This design comes from an exercise in tuning for small area on the open sky130 flow, not from production work.
Function was checked by simulation only, so behaviour that the tests miss may differ from the original.
No activity file was given, so power comes from the tool's default toggle rates.

$ cat flow/abc_logic.script
&get -n
&st
&dch
&nf
&put
$ cat constraint.sdc
create_clock -name core_clock -period 5.0 [get_ports {clk}]
set_input_delay 1.0000 -clock core_clock [delete_from_list [all_inputs] [get_ports {clk}]]
set_output_delay 1.0000 -clock core_clock [all_outputs]
set_load 0.01 [all_outputs]
$ cat config.mk
export PLATFORM = sky130hd
export DESIGN_NAME = register_bank
export DESIGN_NICKNAME = register_bank
export VERILOG_FILES = /design/flow/design.v
export SDC_FILE = /design/flow/constraint.sdc
export NUM_CORES = 4
export LEC_CHECK = 0
export CAP_MARGIN = 20
export CORE_MARGIN = 2
export CORE_UTILIZATION = 60
export SLEW_MARGIN = 20
$ cat standard.sh
#!/bin/bash
# synth_recipe.tcl (not shown) runs the flow's synth.tcl, then flattens the netlist and writes it again
# the make line also repeats each setting of config.mk as NAME=value (left out here)
make -C /OpenROAD-flow-scripts/flow DESIGN_CONFIG=/design/flow/config.mk WORK_HOME=/design/flow/orfs CLKGATE_MAP_FILE= SYNTH_SCRIPT=/design/flow/synth_recipe.tcl "${@:-finish}"
$ cat flow/run.sh
#!/bin/bash
# Layout flow: the standard flow (standard.sh), with these changes:
#  * Synthesis keeps the design's modules apart while ABC maps them (SYNTH_HIERARCHICAL=1,
#    flattened again by synth_recipe.tcl afterwards), and maps them with area-oriented
#    scripts (flow/abc_*.script, see flow/patch_synth.py) in place of ORFS's abc_speed.script.
#    All flip-flops are in the top module, so the registers keep the standard synthesis's
#    names and cell types.
#  * Port buffers are buf_2 cells; clock tree synthesis inserts no dummy loads.
set -euo pipefail
here=$(pwd)
rm -rf "$here/scripts_abc"
cp -r "$FLOW_HOME/scripts" "$here/scripts_abc"
python3 "$here/flow/patch_synth.py" "$here/scripts_abc/synth.tcl" "$here/flow" > "$here/log_patch.txt" 2>&1
bash standard.sh SCRIPTS_DIR="$here/scripts_abc" SYNTH_HIERARCHICAL=1 SYNTH_MINIMUM_KEEP_SIZE=0 synth > "$here/log_synth.txt" 2>&1
bash standard.sh "BUFFER_PORTS_ARGS=-buffer_cell sky130_fd_sc_hd__buf_2" \
    "CTS_ARGS=-sink_clustering_enable -repair_clock_nets -dont_use_dummy_load" finish > "$here/log_layout.txt" 2>&1
$ cat flow/abc_next.script
&get -n
&st
&dch -f
&nf -p -R 1000
&put
$ cat design.v
module register_bank_sel16 (
    input  logic [15:0]       sel,
    input  logic [15:0][31:0] data,
    output logic [31:0]       out
);
    always_comb begin
        out = '0;
        for (int i = 0; i < 16; i++) begin
            out = out | ({32{sel[i]}} & data[i]);
        end
    end
endmodule
module register_bank_sel16n (
    input  logic [15:0]       sel,
    input  logic [15:0][31:0] data,
    output logic [31:0]       out_n
);
    logic [31:0] out;
    always_comb begin
        out = '0;
        for (int i = 0; i < 16; i++) begin
            out = out | ({32{sel[i]}} & data[i]);
        end
    end
    assign out_n = ~out;
endmodule
module register_bank_pc_inc (
    input  logic [29:0] base,
    input  logic        pend,
    output logic [29:0] pc
);
    assign pc = base + {29'd0, pend};
endmodule
module register_bank_next (
    input  logic        wr,
    input  logic        mov,
    input  logic [31:0] wr_data,
    input  logic [31:0] mov_data_n,
    input  logic [31:0] cur,
    output logic [31:0] nxt
);
    logic        hold, mov_only_n;
    logic [31:0] keep_n;
    assign hold       = ~(wr | mov);
    assign mov_only_n = ~(mov & ~wr);
    assign keep_n     = ~(({32{wr}} & wr_data) | ({32{hold}} & cur));
    assign nxt        = ~((mov_data_n | {32{mov_only_n}}) & keep_n);
endmodule
module register_bank #(
    parameter int unsigned RegisterSize      = 32,
    parameter int unsigned AmountOfRegisters = 16,
    parameter int unsigned PCIndex           = 15,
    parameter int unsigned PCStep            = 4
) (
    input  logic                    clk,
    input  logic                    reset,
    input  logic                    writeEnable,
    input  logic [3:0]              writeRegister,
    input  logic [RegisterSize-1:0] writeValue,
    input  logic                    movEnable,
    input  logic [3:0]              MOVRegisterOrigin,
    input  logic [3:0]              MOVRegisterDestiny,
    input  logic                    readEnable,
    input  logic [3:0]              readRegister,
    output logic [RegisterSize-1:0] readValue,
    output logic                    readValid,
    input  logic                    pcIncrement,
    output logic [RegisterSize-1:0] PC_Read,
    input  logic                    flagsWrite,
    input  logic [3:0]              Flags,
    output logic [3:0]              Flags_Read
);
    logic [31:0] regs_q [15];
    logic [31:0] regs_d [15];
    logic [14:0] written_q;
    logic [31:0] pc_base_q;
    logic        pc_pend_q;
    logic [3:0]  rd_idx_q;
    logic [31:0]       pc_cur;
    logic [31:0]       mov_data_n;
    logic [14:0]       wr_hit, mov_hit;
    logic [15:0]       mov_sel, rd_sel;
    logic [15:0][31:0] mov_src, rd_src;
    register_bank_pc_inc u_pc_inc (.base(pc_base_q[31:2]), .pend(pc_pend_q), .pc(pc_cur[31:2]));
    assign pc_cur[1:0] = pc_base_q[1:0];
    assign PC_Read = pc_cur;
    always_comb begin
        for (int i = 0; i < 15; i++) begin
            wr_hit[i]  = writeEnable && (writeRegister == 4'(i));
            mov_hit[i] = movEnable && (MOVRegisterDestiny == 4'(i));
            mov_sel[i] = (MOVRegisterOrigin == 4'(i)) && written_q[i];
            rd_sel[i]  = (rd_idx_q == 4'(i)) && written_q[i];
            mov_src[i] = regs_q[i];
            rd_src[i]  = regs_q[i];
        end
        mov_sel[15] = (MOVRegisterOrigin == 4'd15);
        rd_sel[15]  = (rd_idx_q == 4'd15);
        mov_src[15] = pc_cur;
        rd_src[15]  = pc_base_q;
    end
    register_bank_sel16n u_mov_sel (.sel(mov_sel), .data(mov_src), .out_n(mov_data_n));
    register_bank_sel16  u_rd_sel  (.sel(rd_sel), .data(rd_src), .out(readValue));
    for (genvar i = 0; i < 15; i++) begin : g_next
        register_bank_next u_next (
            .wr(wr_hit[i]), .mov(mov_hit[i]), .wr_data(writeValue), .mov_data_n(mov_data_n),
            .cur(regs_q[i]), .nxt(regs_d[i])
        );
    end
    always_ff @(posedge clk) begin
        for (int i = 0; i < 15; i++) begin
            regs_q[i] <= regs_d[i];
        end
        rd_idx_q <= readRegister;
    end
    always_ff @(posedge clk or negedge reset) begin
        if (!reset) begin
            written_q  <= '0;
            pc_base_q  <= '0;
            pc_pend_q  <= 1'b0;
            readValid  <= 1'b0;
            Flags_Read <= 4'b0;
        end else begin
            written_q <= written_q | wr_hit | mov_hit;
            if (writeEnable && writeRegister == 4'd15) begin
                pc_base_q <= writeValue;
                pc_pend_q <= 1'b0;
            end else if (movEnable && MOVRegisterDestiny == 4'd15) begin
                pc_base_q <= ~mov_data_n;
                pc_pend_q <= 1'b0;
            end else begin
                pc_base_q <= pc_cur;
                pc_pend_q <= pcIncrement;
            end
            readValid <= readEnable;
            if (flagsWrite) begin
                Flags_Read <= Flags;
            end
        end
    end
endmodule
$ cat flow/patch_synth.py
# Splits the ABC mapping call of ORFS's synth.tcl (copied to scripts_abc/) in two:
# register_bank_next (the per-register next-value logic) is mapped with abc_next.script,
# every other module with abc_logic.script.
import sys
path, flow = sys.argv[1], sys.argv[2]
s = open(path).read()
old = "  log_cmd abc {*}$abc_args\n"
assert s.count(old) == 1, "abc call not found"
new = (
    "  set abc_rest [lrange $abc_args 2 end]\n"
    "  log_cmd abc -script %s/abc_next.script {*}$abc_rest register_bank_next\n"
    "  log_cmd abc -script %s/abc_logic.script {*}$abc_rest register_bank register_bank_sel16 register_bank_sel16n register_bank_pc_inc\n"
) % (flow, flow)
assert "[list -script $abc_script" in open(path.replace("synth.tcl", "synth_preamble.tcl")).read()
open(path, "w").write(s.replace(old, new))
==> results.cfg, run 1 <==
[cts]
cts_hold_buf = 0
clk_latency_ns = 0.62
cts_inserted_buffers = 55
postCtsSetupBuffers = 0
cts_tree = done
clk_pin_slew_ns = 0.06
h-tree-depth = 2
cts_resized = 0
clock_sinks = 537
cts_buffer_depth = 3
clock-root-buffer = clkbuf_16

[finish]
fin_cells = 3290
n_fill_cell = 3247
area_growth_syn_to_layout_pct = 13.8
drive_gt1_share_pct = 10.7
multiInputGateArea_um2 = 13500
fin_area_um2 = 27600
nets = 2828
seq_area_um2 = 11000
final_util_pct = 69.2

[timing]
final_max_slew_viol_count = 0
max_freq_ghz = 0.223
fin_ws_ns = 0.518
fin_crit_sh_pct = 89.6
slew_headroom_pct = 11.1
skew_ns = 0.0214
fin_setup_tns_ns = 0
rsz0062_at_grt = false
setup_viol = 0
final_hold_viol_count = 0
worst_pin_slew_ns = 1.33
fin_crit_ns = 4.48

[synth]
synth_common_cells = 864 x a22oi_1, 512 x o21ai_0, 484 x dfxtp_1
yosys.cell_count.top_type = a22oi_1
ys_ff_latch = 537
synthArstFlopShare_pct = 9.87
yosys.area.top_type = dfxtp_1
syn_area_um2 = 24200
synth_nets = 2611
synth_cell_type_count = 30
synth_edf_count = 0
netlist.area_leader.share_pct = 40.0
yosys_warnings = 12
synth-seq-area-share_pct = 45.5
syn_area_per_cell_um2 = 9.51
ys.flop_type = dfxtp_1
netlist_instances = 2549
yosys-top-cells-area = dfxtp_1 40%, a22oi_1 27%, o21ai_0 11%

[placement]
dp_hpwl_mm = 62.2
placedCellCount = 3233
port_buffers = 127
pre_cts_ws_ns = 1.28
place_area_um2 = 26100
gp_congestion = 1.01

[floorplanning]
fp.dieH_um = 205
num_rows = 73
initial_utilization_pct = 60.8
dieArea_um2 = 42000
die_w_um = 205
num_io_pins = 128
design.core.area_um2 = 39800

[pwr]
pwr-share-seq_pct = 50.7
pwr-share-comb_pct = 21.5
switchingPower_uw = 4440
ir_worst_vdd_mv = 0.333
power_density_nw_per_um2 = 466
p_sw_share_pct = 34.5
p_leak_uw = 0.00959
p_clk_share_pct = 27.8
p_int_uw = 8410

[routing]
drt_first_pass_iters = 13
first_iter_violations = 5969
finalWirelength_mm = 117
avgRoutedWirePerCell_um = 35.4
post-route-drc-count = 0
vias_per_cell = 8.59
num_vias = 28300
ant_nets = 0

[grt]
grt_max_degree = 65
grt_overflow = 0
grt_pass1_wl_mm = 170
grt_pass1_vias = 26600
antenna_found_initial = 5
grtUsageTotal_pct = 54.5

[worst_setup_path]
r2r-end = pc_base_q[22]
endpoint_kind = output port
crit_arrival_ns = 3.48
r2r_slack_ns = 1.05
r2r_cells = 11
worstSetupPathType = reg -> out
startpoint = pc_base_q[2]
crit_end = PC_Read[22]
worst-path-max-fanout = 4
start_kind = flop
regToRegStartpoint = pc_base_q[2]
critPathRequiredTime_ns = 4.00

[run]
maxCapViolations = 0

[run_status]
status = timing/DRC/antenna clean

[min_path]
hp-class = in -> async
## per-stage QoR
step	total power (uW)	hold WS, ns
detailed placement	9130	0.468
floorplan	7930	0.445
finish	12800	0.353
global route	13300	0.388
global placement	8950	0.462
CTS	12600	0.359
## per-layer routing
layer	vias up	track usage [%]	part of all wire, %
li1	11200	-	-
met1	13200	67.2	33
met2	3003	76.3	40
met3	863	23.0	17
met4	8	38.5	8.8
met5	-	0.595	0.056
## critical path, stage by stage (launching register included)
cell and delay (ns):
dfrtp_1 0.39, ha_1 0.17, ha_1 0.21, nand3_1 0.20, nor4_1 0.85, nand2_1 0.16
xnor2_1 0.63, buf_2 0.26
## Yosys stat by module, one instance, submodules excluded
module | times used | flip-flops and latches
register_bank | 1 | 537
register_bank_next | 15 | 0
register_bank_pc_inc | 1 | 0
register_bank_sel16 | 1 | 0
register_bank_sel16n | 1 | 0
## logic make-up (layout without fill, tap and decap cells)
group	count (synthesis)	in the layout	share of synthesized area, %
mux	4	4	0.186
buf+inv	3	218	0.0774
flops	537	537	45.5
xor+xnor	28	28	1.01
fa+ha+maj	3	3	0.155
other cells	0	1	0
compound gates	1537	1537	42.9
simple gates	437	437	10.2
## worst min-delay path by stage
stage	startpoint	to	slack (ns)
2_1_floorplan	written_q[0]	written_q[0]	0.44
3_3_place_gp	Flags_Read[1]	Flags_Read[1]	0.46
3_5_place_dp	written_q[1]	written_q[1]	0.47
4_1_cts	reset	written_q[9]	0.36
5_1_grt	reset	written_q[9]	0.39
6_report	reset	written_q[9]	0.35
## cell type report
class | instances | share of cell area (%)
clock buffer | 55 | 4.99
inverter | 1 | 0.0136
tap | 525 | 2.38
sequential | 537 | 40.0
timing repair buffer | 162 | 3.62
antenna | 1 | 0.00908
multi-input combinational | 2009 | 49.0
## registers in the layout (all words and copies together) (netlist names)
| name | count |
|---|---|
| readValid | 1 |
| regs_q | 480 |
| rd_idx_q | 4 |
| pc_pend_q | 1 |
| written_q | 15 |
| Flags_Read | 4 |
| pc_base_q | 32 |
## power groups by stage
stage / clock [uW] / combinational [uW] / sequential, uW
after floorplan: 0 / 1690 / 6240
after global placement: 0 / 2500 / 6450
after detailed placement: 0 / 2610 / 6510
after CTS: 3530 / 2620 / 6440
after global routing: 3690 / 2970 / 6620
final: 3560 / 2760 / 6510
## cell usage in the layout, fill, tap and decap left out, types with 3 or more instances in the layout
| cell type | n |
|---|---|
| a22oi_1 | 864 |
| o21ai_0 | 512 |
| dfxtp_1 | 484 |
| buf_2 | 127 |
| nand4_1 | 87 |
| a22o_1 | 64 |
| a221oi_1 | 64 |
| nor2_1 | 61 |
| clkbuf_16 | 55 |
| dfrtp_1 | 53 |
| or3_1 | 47 |
| nand3_1 | 41 |
| nor3_1 | 37 |
| and4_1 | 33 |
| a31oi_1 | 30 |
| and3_2 | 30 |
| buf_4 | 30 |
| nor2_4 | 20 |
| xnor2_1 | 17 |
| nor2b_1 | 14 |
| xor2_1 | 11 |
| nand2b_2 | 10 |
| nand2_1 | 10 |
| and3_1 | 9 |
| nand2b_1 | 6 |
| and3_4 | 6 |
| and2_0 | 5 |
| buf_16 | 5 |
| mux2_1 | 4 |
| nand2b_4 | 4 |
| nor4_1 | 3 |
| ha_1 | 3 |
==> run 2, diff against run 1 <==
==> flow/run.sh (replaced) <==
#!/bin/bash
# Layout flow: the standard flow (standard.sh), with these changes:
#  * Synthesis keeps the design's modules apart while ABC maps them (SYNTH_HIERARCHICAL=1,
#    flattened again by synth_recipe.tcl afterwards), and maps them with area-oriented
#    scripts (flow/abc_*.script, see flow/patch_synth.py) in place of ORFS's abc_speed.script.
#    All flip-flops are in the top module, so the registers keep the standard synthesis's
#    names and cell types.
#  * Port buffers are buf_1 cells; clock tree synthesis inserts no dummy loads and uses the
#    clock buffers listed in flow/cts_args.txt.
set -euo pipefail
here=$(pwd)
rm -rf "$here/scripts_abc"
cp -r "$FLOW_HOME/scripts" "$here/scripts_abc"
python3 "$here/flow/patch_synth.py" "$here/scripts_abc/synth.tcl" "$here/flow" > "$here/log_patch.txt" 2>&1
bash standard.sh SCRIPTS_DIR="$here/scripts_abc" SYNTH_HIERARCHICAL=1 SYNTH_MINIMUM_KEEP_SIZE=0 synth > "$here/log_synth.txt" 2>&1
bash standard.sh "BUFFER_PORTS_ARGS=-buffer_cell sky130_fd_sc_hd__buf_1" \
    "CTS_ARGS=$(cat "$here/flow/cts_args.txt")" finish > "$here/log_layout.txt" 2>&1
==> flow/cts_args.txt (new file) <==
-sink_clustering_enable -repair_clock_nets -dont_use_dummy_load -sink_clustering_size 22 -sink_clustering_max_diameter 100
--- a/config.mk
+++ b/config.mk
@@ -5,7 +5,7 @@
 export SDC_FILE = /design/flow/constraint.sdc
 export NUM_CORES = 4
 export LEC_CHECK = 0
-export CAP_MARGIN = 20
+export CAP_MARGIN = 10
 export CORE_MARGIN = 2
 export CORE_UTILIZATION = 60
-export SLEW_MARGIN = 20
+export SLEW_MARGIN = 10
==> results.cfg, run 2 <==
[timing]
final_max_slew_viol_count = 0
slew_headroom_pct = 6.01
worst_pin_slew_ns = 1.41
final_hold_viol_count = 0
rsz0062_at_grt = false
fin_crit_ns = 4.19
max_freq_ghz = 0.239
setup_viol = 0
fin_ws_ns = 0.811
skew_ns = 0.0553
fin_crit_sh_pct = 83.8
fin_setup_tns_ns = 0

[worst_setup_path]
worst-path-max-fanout = 32
crit_arrival_ns = 3.19
startpoint = rd_idx_q[0]
regToRegStartpoint = pc_pend_q
critPathRequiredTime_ns = 4.00
r2r_slack_ns = 1.16
endpoint_kind = output port
start_kind = flop
worstSetupPathType = reg -> out

[cts]
h-tree-depth = 1
cts_buffer_depth = 3
clock-root-buffer = clkbuf_16
cts_inserted_buffers = 28
cts_resized = 0
cts_hold_buf = 0
postCtsSetupBuffers = 0
clock_sinks = 537
clk_pin_slew_ns = 0.10
cts_tree = done
clk_latency_ns = 0.62

[synth]
netlist_instances = 2549
yosys.area.top_type = dfxtp_1
yosys.cell_count.top_type = a22oi_1
yosys-top-cells-area = dfxtp_1 40%, a22oi_1 27%, o21ai_0 11%
yosys_warnings = 12
netlist.area_leader.share_pct = 40.0
synth_nets = 2611
syn_area_per_cell_um2 = 9.51
ys.flop_type = dfxtp_1
synthArstFlopShare_pct = 9.87
synth_common_cells = 864 x a22oi_1, 512 x o21ai_0, 484 x dfxtp_1
synth_cell_type_count = 30
synth_edf_count = 0
synth-seq-area-share_pct = 45.5
syn_area_um2 = 24200
ys_ff_latch = 537

[finish]
reg.largest.list = regs_q (480), pc_base_q (32), written_q (15)
nets = 2793
drive_gt1_share_pct = 5.02
largest_reg_flops = 480
final_common_cell = a22oi_1
largest_register = regs_q
fin_cells = 3255
n_fill_cell = 3381
final_cell_mix = 864 x a22oi_1, 512 x o21ai_0, 484 x dfxtp_1
final_util_pct = 66.7
area_growth_syn_to_layout_pct = 9.58

[grt]
grtUsageTotal_pct = 49.8
grt_overflow = 0
grt_pass1_vias = 25700
antenna_found_initial = 2
grt_max_degree = 66
grt_pass1_wl_mm = 158

[run]
maxCapViolations = 0

[floorplanning]
initial_utilization_pct = 60.8
num_rows = 73
fp.dieH_um = 205
num_io_pins = 128
dieArea_um2 = 42000
design.core.area_um2 = 39800
die_w_um = 205

[routing]
drt_first_pass_iters = 10
first_iter_violations = 5210
ant_nets = 0
post-route-drc-count = 0
finalWirelength_mm = 107
avgRoutedWirePerCell_um = 33.0
vias_per_cell = 8.39
num_vias = 27300

[placement]
gp_congestion = 0.984
dp_hpwl_mm = 61.7
pre_cts_ws_ns = 1.27
port_buffers = 127
placedCellCount = 3225

[pwr]
ir_worst_vdd_mv = 0.328
p_total_uw = 11600
p_leak_uw = 0.00880
power_density_nw_per_um2 = 436

[min_path]
hp-class = in -> async

[run_status]
status = timing/DRC/antenna clean
## run 2: kinds of logic (layout without fill, tap and decap cells)
group / Yosys count / after routing / synth area share, %
AO/OA/AOI/OAI: 1537 / 1537 / 42.9
flip-flops: 537 / 537 / 45.5
AND/OR/NAND/NOR: 437 / 437 / 10.2
XOR/XNOR: 28 / 28 / 1.01
multiplexers: 4 / 4 / 0.186
adder cells (fa/ha/maj): 3 / 3 / 0.155
buffers and inverters: 3 / 183 / 0.0774
other: 0 / 1 / 0
## run 2: metrics by stage
stage	area [um^2]	hold slack (ns)
floorplan	24200	0.445
global placement	25800	0.465
detailed placement	25800	0.467
CTS	26500	0.242
global route	26600	0.255
finish	26600	0.231
## run 2: worst paths after layout
kind | endpoint | depth (start not counted)
min in group core_clock | rd_idx_q[2] | 1
max in group asynchronous | written_q[10] | 2
min | written_q[9] | 1
min reg2reg | Flags_Read[3] | 1
max | readValue[15] | 6
max reg2reg | pc_base_q[17] | 9
## run 2: layout make-up
type                       count  area [um^2]  area share [%]
multi-input combinational   2009        13500            50.7
sequential                   537        11000            41.5
clock buffer                  28          701            2.64
timing repair buffer         154          701            2.64
tap                          525          657            2.47
inverter                       1         3.75          0.0141
antenna                        1         2.50         0.00942
## run 2: layer usage
| metal | vias to the layer above | track usage (%) | part of all wire, % |
|---|---|---|---|
| li1 | 11100 | - | - |
| met1 | 12800 | 62.9 | 35 |
| met2 | 2661 | 73.5 | 42 |
| met3 | 700 | 17.7 | 16 |
| met4 | 4 | 28.3 | 6.9 |
| met5 | - | 2.26 | 0.15 |
## run 2: modules after synthesis, one instance, submodules excluded
| module | copies in the design | flops+latches | cells |
|---|---|---|---|
| register_bank_next | 15 | 0 | 66 |
| register_bank_sel16 | 1 | 0 | 320 |
| register_bank | 1 | 537 | 788 |
| register_bank_sel16n | 1 | 0 | 352 |
| register_bank_pc_inc | 1 | 0 | 99 |
## run 2: critical path: stages, from the launching register on
cell      delay, ns
dfxtp_1        0.39
nor2b_1        0.33
and3_2         1.06
a22o_1         0.27
a221oi_1       0.06
nand3_1        0.27
buf_1          0.18
## run 2: report_power, final
part	leakage (uW)	switching, uW	internal, uW
logic	0.00384	1700	973
registers	0.00462	1050	5450
clock network	0.000345	1420	996
total	0.00880	4170	7420
==> run 3, diff against run 2 <==
--- a/flow/run.sh
+++ b/flow/run.sh
@@ -5,8 +5,8 @@
 #    scripts (flow/abc_*.script, see flow/patch_synth.py) in place of ORFS's abc_speed.script.
 #    All flip-flops are in the top module, so the registers keep the standard synthesis's
 #    names and cell types.
-#  * Port buffers are buf_1 cells; clock tree synthesis inserts no dummy loads and uses the
-#    clock buffers listed in flow/cts_args.txt.
+#  * Port buffers are buf_1 cells; clock tree synthesis inserts no dummy loads and clusters
+#    the flip-flops in larger groups per leaf buffer (flow/cts_args.txt).
 set -euo pipefail
 here=$(pwd)
 rm -rf "$here/scripts_abc"
==> flow/patch_synth.py (replaced) <==
# Splits the ABC mapping call of ORFS's synth.tcl (copied to scripts_abc/) in two:
# the two 16-way selects are mapped with abc_logic.script (delay-aware area recovery, which
# keeps their AND-OR trees shallow); the other modules with abc_next.script (area first).
import sys
path, flow = sys.argv[1], sys.argv[2]
s = open(path).read()
old = "  log_cmd abc {*}$abc_args\n"
assert s.count(old) == 1, "abc call not found"
new = (
    "  set abc_rest [lrange $abc_args 2 end]\n"
    "  log_cmd abc -script %s/abc_next.script {*}$abc_rest register_bank_next register_bank register_bank_pc_inc\n"
    "  log_cmd abc -script %s/abc_logic.script {*}$abc_rest register_bank_sel16 register_bank_sel16n\n"
) % (flow, flow)
assert "[list -script $abc_script" in open(path.replace("synth.tcl", "synth_preamble.tcl")).read()
open(path, "w").write(s.replace(old, new))
==> results.cfg, run 3 <==
[run_status]
status = timing/DRC/antenna clean

[cts]
clock_sinks = 537
cts_inserted_buffers = 28
cts_resized = 0
clock-root-buffer = clkbuf_16
cts_hold_buf = 0
cts_tree = done
postCtsSetupBuffers = 0
cts_buffer_depth = 3
h-tree-depth = 1
clk_pin_slew_ns = 0.10
clk_latency_ns = 0.63

[timing]
fin_crit_ns = 4.32
fin_crit_sh_pct = 86.4
skew_ns = 0.0407
max_freq_ghz = 0.231
fin_setup_tns_ns = 0
slew_headroom_pct = 5.09
setup_viol = 0
final_hold_viol_count = 0
rsz0062_at_grt = false
worst_pin_slew_ns = 1.42
final_max_slew_viol_count = 0

[synth]
synth_cell_type_count = 31
synth_common_cells = 864 x a22oi_1, 510 x o21ai_0, 484 x dfxtp_1
synth_edf_count = 0
synth_nets = 2603
yosys_warnings = 12
synth_top_family_by_area = compound AO/OA/AOI/OAI gates
synth-seq-area-share_pct = 45.8
synth-adder-area-share_pct = 0.156
synthSimpleGateAreaFrac_pct = 9.77
syn_area_per_cell_um2 = 9.46
synthArstFlopShare_pct = 9.87
ys.flop_type = dfxtp_1
netlist.area_leader.share_pct = 40.3
synth_compound_area_share_pct = 43.0
yosys.area.top_type = dfxtp_1
synth_mux_area_share_pct = 0.187
netlist_instances = 2541
ys_ff_latch = 537
synth_xor_area_share_pct = 1.02
yosys-top-cells-area = dfxtp_1 40%, a22oi_1 27%, o21ai_0 11%
yosys.cell_count.top_type = a22oi_1
syn_area_um2 = 24000

[floorplanning]
fp.dieH_um = 204
num_io_pins = 128
dieArea_um2 = 41700
num_rows = 73
design.core.area_um2 = 39600
initial_utilization_pct = 60.6
die_w_um = 204

[worst_setup_path]
cpPeakStageDelay_ns = 0.67
regToRegStartpoint = pc_base_q[2]
worst-path-max-fanout = 3
startpoint = pc_base_q[2]
crit_buf_inv = 1
critPathRequiredTime_ns = 4.00
crit_path_cell_trace = ha_1 -> nand3_1 -> nor2_1 -> nor4b_1 -> nand2_1 -> xnor2_1 -> buf_1
endpoint_kind = output port
crit_slowest_cell = nor4b_1
start_kind = flop
crit_arrival_ns = 3.32
worstSetupPathType = reg -> out
cp_top_family = simple AND/OR/NAND/NOR gates

[pwr]
pwr-share-seq_pct = 56.2
p_clk_share_pct = 21.4
ir_worst_vdd_mv = 0.299
p_leak_uw = 0.00881
pwr-share-comb_pct = 22.4
switchingPower_uw = 4080
p_int_uw = 7360
p_sw_share_pct = 35.6
power_density_nw_per_um2 = 433

[finish]
final_util_pct = 66.6
fin_area_um2 = 26400
area_growth_syn_to_layout_pct = 9.84
largest_reg_flops = 480
drive_gt1_share_pct = 5.07
final_common_cell = a22oi_1
largest_register = regs_q
reg.largest.list = regs_q (480), pc_base_q (32), written_q (15)
n_fill_cell = 3321
nets = 2788
final_cell_mix = 864 x a22oi_1, 510 x o21ai_0, 484 x dfxtp_1

[grt]
antenna_found_initial = 6
grtUsageTotal_pct = 52.8
grt_max_degree = 48
grt_pass1_wl_mm = 163
grt_pass1_vias = 25400
grt_overflow = 0

[placement]
gp_congestion = 0.960
port_buffers = 127
place_area_um2 = 25600
dp_hpwl_mm = 60.1

[routing]
first_iter_violations = 5696
drt_first_pass_iters = 10
post-route-drc-count = 0
vias_per_cell = 8.43
avgRoutedWirePerCell_um = 35.1
num_vias = 27400
ant_nets = 0
finalWirelength_mm = 114

[run]
maxCapViolations = 0

[min_path]
hp-class = in -> async
==> run 3: cell types whose count changed in the layout (fill, tap and decap cells not counted), sizes merged, moves of 3 or more <==
cell and change:
nor2b -4, and3 -12, and3b +4, nor3b +3
or3 -32, buf +3, nor2 +31, nand2 +34
nand4 -3, nand2b +4, a21oi +30, a31oi -30
nor3 -27
==> run 3: worst paths after layout <==
path | endpoint | slack [ns] | cells past startpoint
min in group core_clock | rd_idx_q[2] | 0.45 | 1
min | written_q[2] | 0.22 | 1
min reg2reg | Flags_Read[3] | 0.49 | 1
max | PC_Read[23] | 0.68 | 7
max in group asynchronous | pc_base_q[31] | 3.74 | 2
max reg2reg | pc_base_q[21] | 1.06 | 12
==> run 3: per-module statistics from Yosys, one instance, submodules excluded <==
module / times used / flops+latches
register_bank_next: 15 / 0
register_bank_pc_inc: 1 / 0
register_bank: 1 / 537
register_bank_sel16: 1 / 0
register_bank_sel16n: 1 / 0
==> run 3: cells by family after synthesis <==
logic type,count (synthesis)
AOI/OAI and AO/OA,1534
DFF,537
and+or+nand+nor,433
xor gates and xnor gates,28
muxes,4
adders and majority gates,3
buffers and inverters,2
==> run 3: cell type report <==
type | count | area [um^2] | area share (%)
diodes | 3 | 7.51 | 0.0284
clock buffers | 28 | 701 | 2.65
multi-input cells | 2002 | 13300 | 50.3
flip-flops and latches | 537 | 11000 | 41.7
well taps | 525 | 657 | 2.49
repair buffers | 157 | 728 | 2.76
==> run 3: routing by layer <==
metal | routed length (um) | GRT usage [%] | share of wire [%]
met1 | 39300 | 66.8 | 34
met2 | 44900 | 73.1 | 39
met3 | 20800 | 22.9 | 18
met4 | 9060 | 33.6 | 7.9
met5 | 124 | 1.90 | 0.11
==> run 3: power groups by stage <==
stage	combinational, uW	sequential [uW]	clock (uW)
floorplan	1620	6210	0
detailed placement	2430	6460	0
finish	2560	6430	2450
global route	2780	6540	2550
CTS	2430	6370	2410
global placement	2330	6400	0
==> run 3: per-stage QoR <==
stage	cells	setup slack, ns	hold WS [ns]	total power [uW]
after floorplan	2541	0.414	0.445	7830
after global placement	3219	1.30	0.467	8730
after detailed placement	3219	1.27	0.470	8890
after CTS	3247	0.826	0.237	11200
after global routing	3250	0.746	0.252	11900
final	3252	0.678	0.223	11400
==> run 4, diff against run 3 <==
==> flow/cts_args.txt (replaced) <==
-sink_clustering_enable -repair_clock_nets -dont_use_dummy_load -sink_clustering_size 26 -sink_clustering_max_diameter 110
--- a/config.mk
+++ b/config.mk
@@ -5,7 +5,7 @@
 export SDC_FILE = /design/flow/constraint.sdc
 export NUM_CORES = 4
 export LEC_CHECK = 0
-export CAP_MARGIN = 10
+export CAP_MARGIN = 20
 export CORE_MARGIN = 2
 export CORE_UTILIZATION = 60
-export SLEW_MARGIN = 10
+export SLEW_MARGIN = 20
==> results.cfg, run 4 <==
[floorplanning]
dieArea_um2 = 41700
num_io_pins = 128
die_w_um = 204
design.core.area_um2 = 39600
num_rows = 73
initial_utilization_pct = 60.6
fp.dieH_um = 204

[timing]
fin_crit_ns = 4.30
final_max_slew_viol_count = 0
rsz0062_at_grt = false
final_hold_viol_count = 0
skew_ns = 0.0351
setup_viol = 0
worst_pin_slew_ns = 1.45
fin_setup_tns_ns = 0
slew_headroom_pct = 3.31
max_freq_ghz = 0.232
fin_crit_sh_pct = 86.1

[cts]
clock_sinks = 537
clock-root-buffer = clkbuf_16
cts_inserted_buffers = 24
clk_pin_slew_ns = 0.11
h-tree-depth = 1
cts_hold_buf = 0
postCtsSetupBuffers = 0
cts_resized = 0
cts_buffer_depth = 3
cts_tree = done
clk_latency_ns = 0.61

[grt]
grt_overflow = 0
grtUsageTotal_pct = 52.7
grt_pass1_wl_mm = 163
grt_max_degree = 48
grt_pass1_vias = 25400
antenna_found_initial = 6

[pwr]
p_clk_share_pct = 20.1
switchingPower_uw = 4040
p_int_uw = 7240
pwr-share-comb_pct = 22.8
pwr-share-seq_pct = 57.1
power_density_nw_per_um2 = 427
ir_worst_vdd_mv = 0.289
p_leak_uw = 0.00880
p_sw_share_pct = 35.8

[routing]
ant_nets = 0
finalWirelength_mm = 114
drt_first_pass_iters = 10
avgRoutedWirePerCell_um = 35.2
num_vias = 27600
vias_per_cell = 8.47
post-route-drc-count = 0
first_iter_violations = 5896

[min_path]
hp-class = in -> async

[worst_setup_path]
critPathRequiredTime_ns = 4.00
endpoint_kind = output port
crit_arrival_ns = 3.30
startpoint = pc_base_q[2]
r2r_slack_ns = 1.02
start_kind = flop
worst-path-max-fanout = 4
worstSetupPathType = reg -> out
regToRegStartpoint = pc_base_q[2]
r2r-end = pc_base_q[21]
r2r_cells = 12

[finish]
final_common_cell = a22oi_1
final_cell_mix = 864 x a22oi_1, 510 x o21ai_0, 484 x dfxtp_1
seq_area_um2 = 11000
n_fill_cell = 3320
reg.largest.list = regs_q (480), pc_base_q (32), written_q (15)
final_util_pct = 66.6
largest_register = regs_q
nets = 2787
area_growth_syn_to_layout_pct = 9.89
multiInputGateArea_um2 = 13300
fin_cells = 3254
drive_gt1_share_pct = 5.03
fin_area_um2 = 26400
largest_reg_flops = 480

[synth]
synth_common_cells = 864 x a22oi_1, 510 x o21ai_0, 484 x dfxtp_1
synthSimpleGateAreaFrac_pct = 9.77
synth-adder-area-share_pct = 0.156
synth_cell_type_count = 31
ys.flop_type = dfxtp_1
synth_edf_count = 0
synth_mux_area_share_pct = 0.187
yosys.area.top_type = dfxtp_1
netlist.area_leader.share_pct = 40.3
synth-seq-area-share_pct = 45.8
syn_area_um2 = 24000
yosys.cell_count.top_type = a22oi_1
synth_compound_area_share_pct = 43.0
synth_top_family_by_area = compound AO/OA/AOI/OAI gates
synthArstFlopShare_pct = 9.87
netlist_instances = 2541
syn_area_per_cell_um2 = 9.46
synth_nets = 2603
ys_ff_latch = 537
yosys_warnings = 12
yosys-top-cells-area = dfxtp_1 40%, a22oi_1 27%, o21ai_0 11%
synth_xor_area_share_pct = 1.02

[run_status]
status = timing/DRC/antenna clean

[placement]
dp_hpwl_mm = 60.1
gp_congestion = 0.960
port_buffers = 127
place_area_um2 = 25600
placedCellCount = 3219

[run]
maxCapViolations = 0
[run 4: per-stage QoR]
step | worst slack, ns | total power (uW) | hold slack (ns)
6_report | 0.696 | 11300 | 0.250
5_1_grt | 0.763 | 11700 | 0.264
4_1_cts | 0.834 | 11000 | 0.245
3_5_place_dp | 1.27 | 8890 | 0.470
3_3_place_gp | 1.30 | 8730 | 0.467
2_1_floorplan | 0.414 | 7830 | 0.445
[run 4: cell families (layout without fill, tap and decap cells)]
| group | Yosys count | after routing |
|---|---|---|
| compound gates | 1534 | 1534 |
| flops | 537 | 537 |
| simple gates | 433 | 433 |
| xor+xnor | 28 | 28 |
| mux | 4 | 4 |
| fa+ha+maj | 3 | 3 |
| buf+inv | 2 | 184 |
| other cells | 0 | 6 |
[run 4: worst max path at each step]
stage          cells past startpoint       endpoint  slack [ns]
5_1_grt                            7    PC_Read[25]        0.76
4_1_cts                            7    PC_Read[31]        0.83
6_report                           7    PC_Read[27]        0.70
3_3_place_gp                      12  pc_base_q[23]        1.30
3_5_place_dp                      12  pc_base_q[21]        1.27
2_1_floorplan                      5   regs_q[5][0]        0.41
[run 4: power groups by stage]
stage,combinational (uW),sequential (uW),clock (uW)
2_1_floorplan,1620,6210,0
4_1_cts,2430,6370,2230
6_report,2570,6430,2270
5_1_grt,2780,6540,2380
3_5_place_dp,2430,6460,0
3_3_place_gp,2330,6400,0
[run 4: per-layer routing]
layer	track usage (%)	part of all wire, %
met5	2.50	0.11
met4	32.9	7.8
met3	22.5	18
met2	73.2	39
met1	66.9	35
[run 4: per-module statistics from Yosys (local to each module, per instance)]
module                cells inside  area, um^2  copies in the design
register_bank_sel16n           352        2440                     1
register_bank_next              66         410                    15
register_bank_sel16            320        2520                     1
register_bank_pc_inc            95         614                     1
register_bank                  784       12300                     1
[run 4: worst max-delay path: stages (launching register included)]
cell and delay [ns]:
dfrtp_1 0.41, ha_1 0.21, nand3_1 0.20, nor3_1 0.65
and3_1 0.32, nand3_1 0.13, xnor2_1 0.56, buf_1 0.21
[run 4: layout make-up]
cell class / instances / area share [%]
Tap cell: 525 / 2.49
Antenna cell: 6 / 0.0568
Sequential cell: 537 / 41.7
Timing Repair Buffer: 160 / 3.04
Multi-Input combinational cell: 2002 / 50.4
Clock buffer: 24 / 2.27

-- separate check: timing with driven ports --
Ports are ideal in the flow. The routed layouts listed here were re-timed in OpenROAD.
Step 1 sets driving cells, clkbuf_16 on the clock port and buf_2 on the other inputs (assumed; they add their load-dependent delay and slew).
Step 2 also shifts input and output timing later by t, the mid clock arrival at the registers, as if the neighbouring blocks saw the same clock.
a / b / c = ideal / step 1 / step 2; a / b = the first two.
run | t, ns | setup slack, ns | worst register clock-pin slew, ns | worst data-port slew with drivers (ns) | pins driven straight from the clock port
run 1 | 0.669 | 0.518 / 0.458 / 1.045 | 0.06 / 0.06 | 0.08 | 1
run 2 | 0.648 | 0.811 / 0.750 / 0.922 | 0.10 / 0.10 | 0.07 | 1
run 3 | 0.671 | 0.678 / 0.617 / 0.892 | 0.10 / 0.10 | 0.13 | 1
run 4 | 0.649 | 0.696 / 0.636 / 0.948 | 0.11 / 0.11 | 0.13 | 1
After both steps every run listed still meets setup and hold.
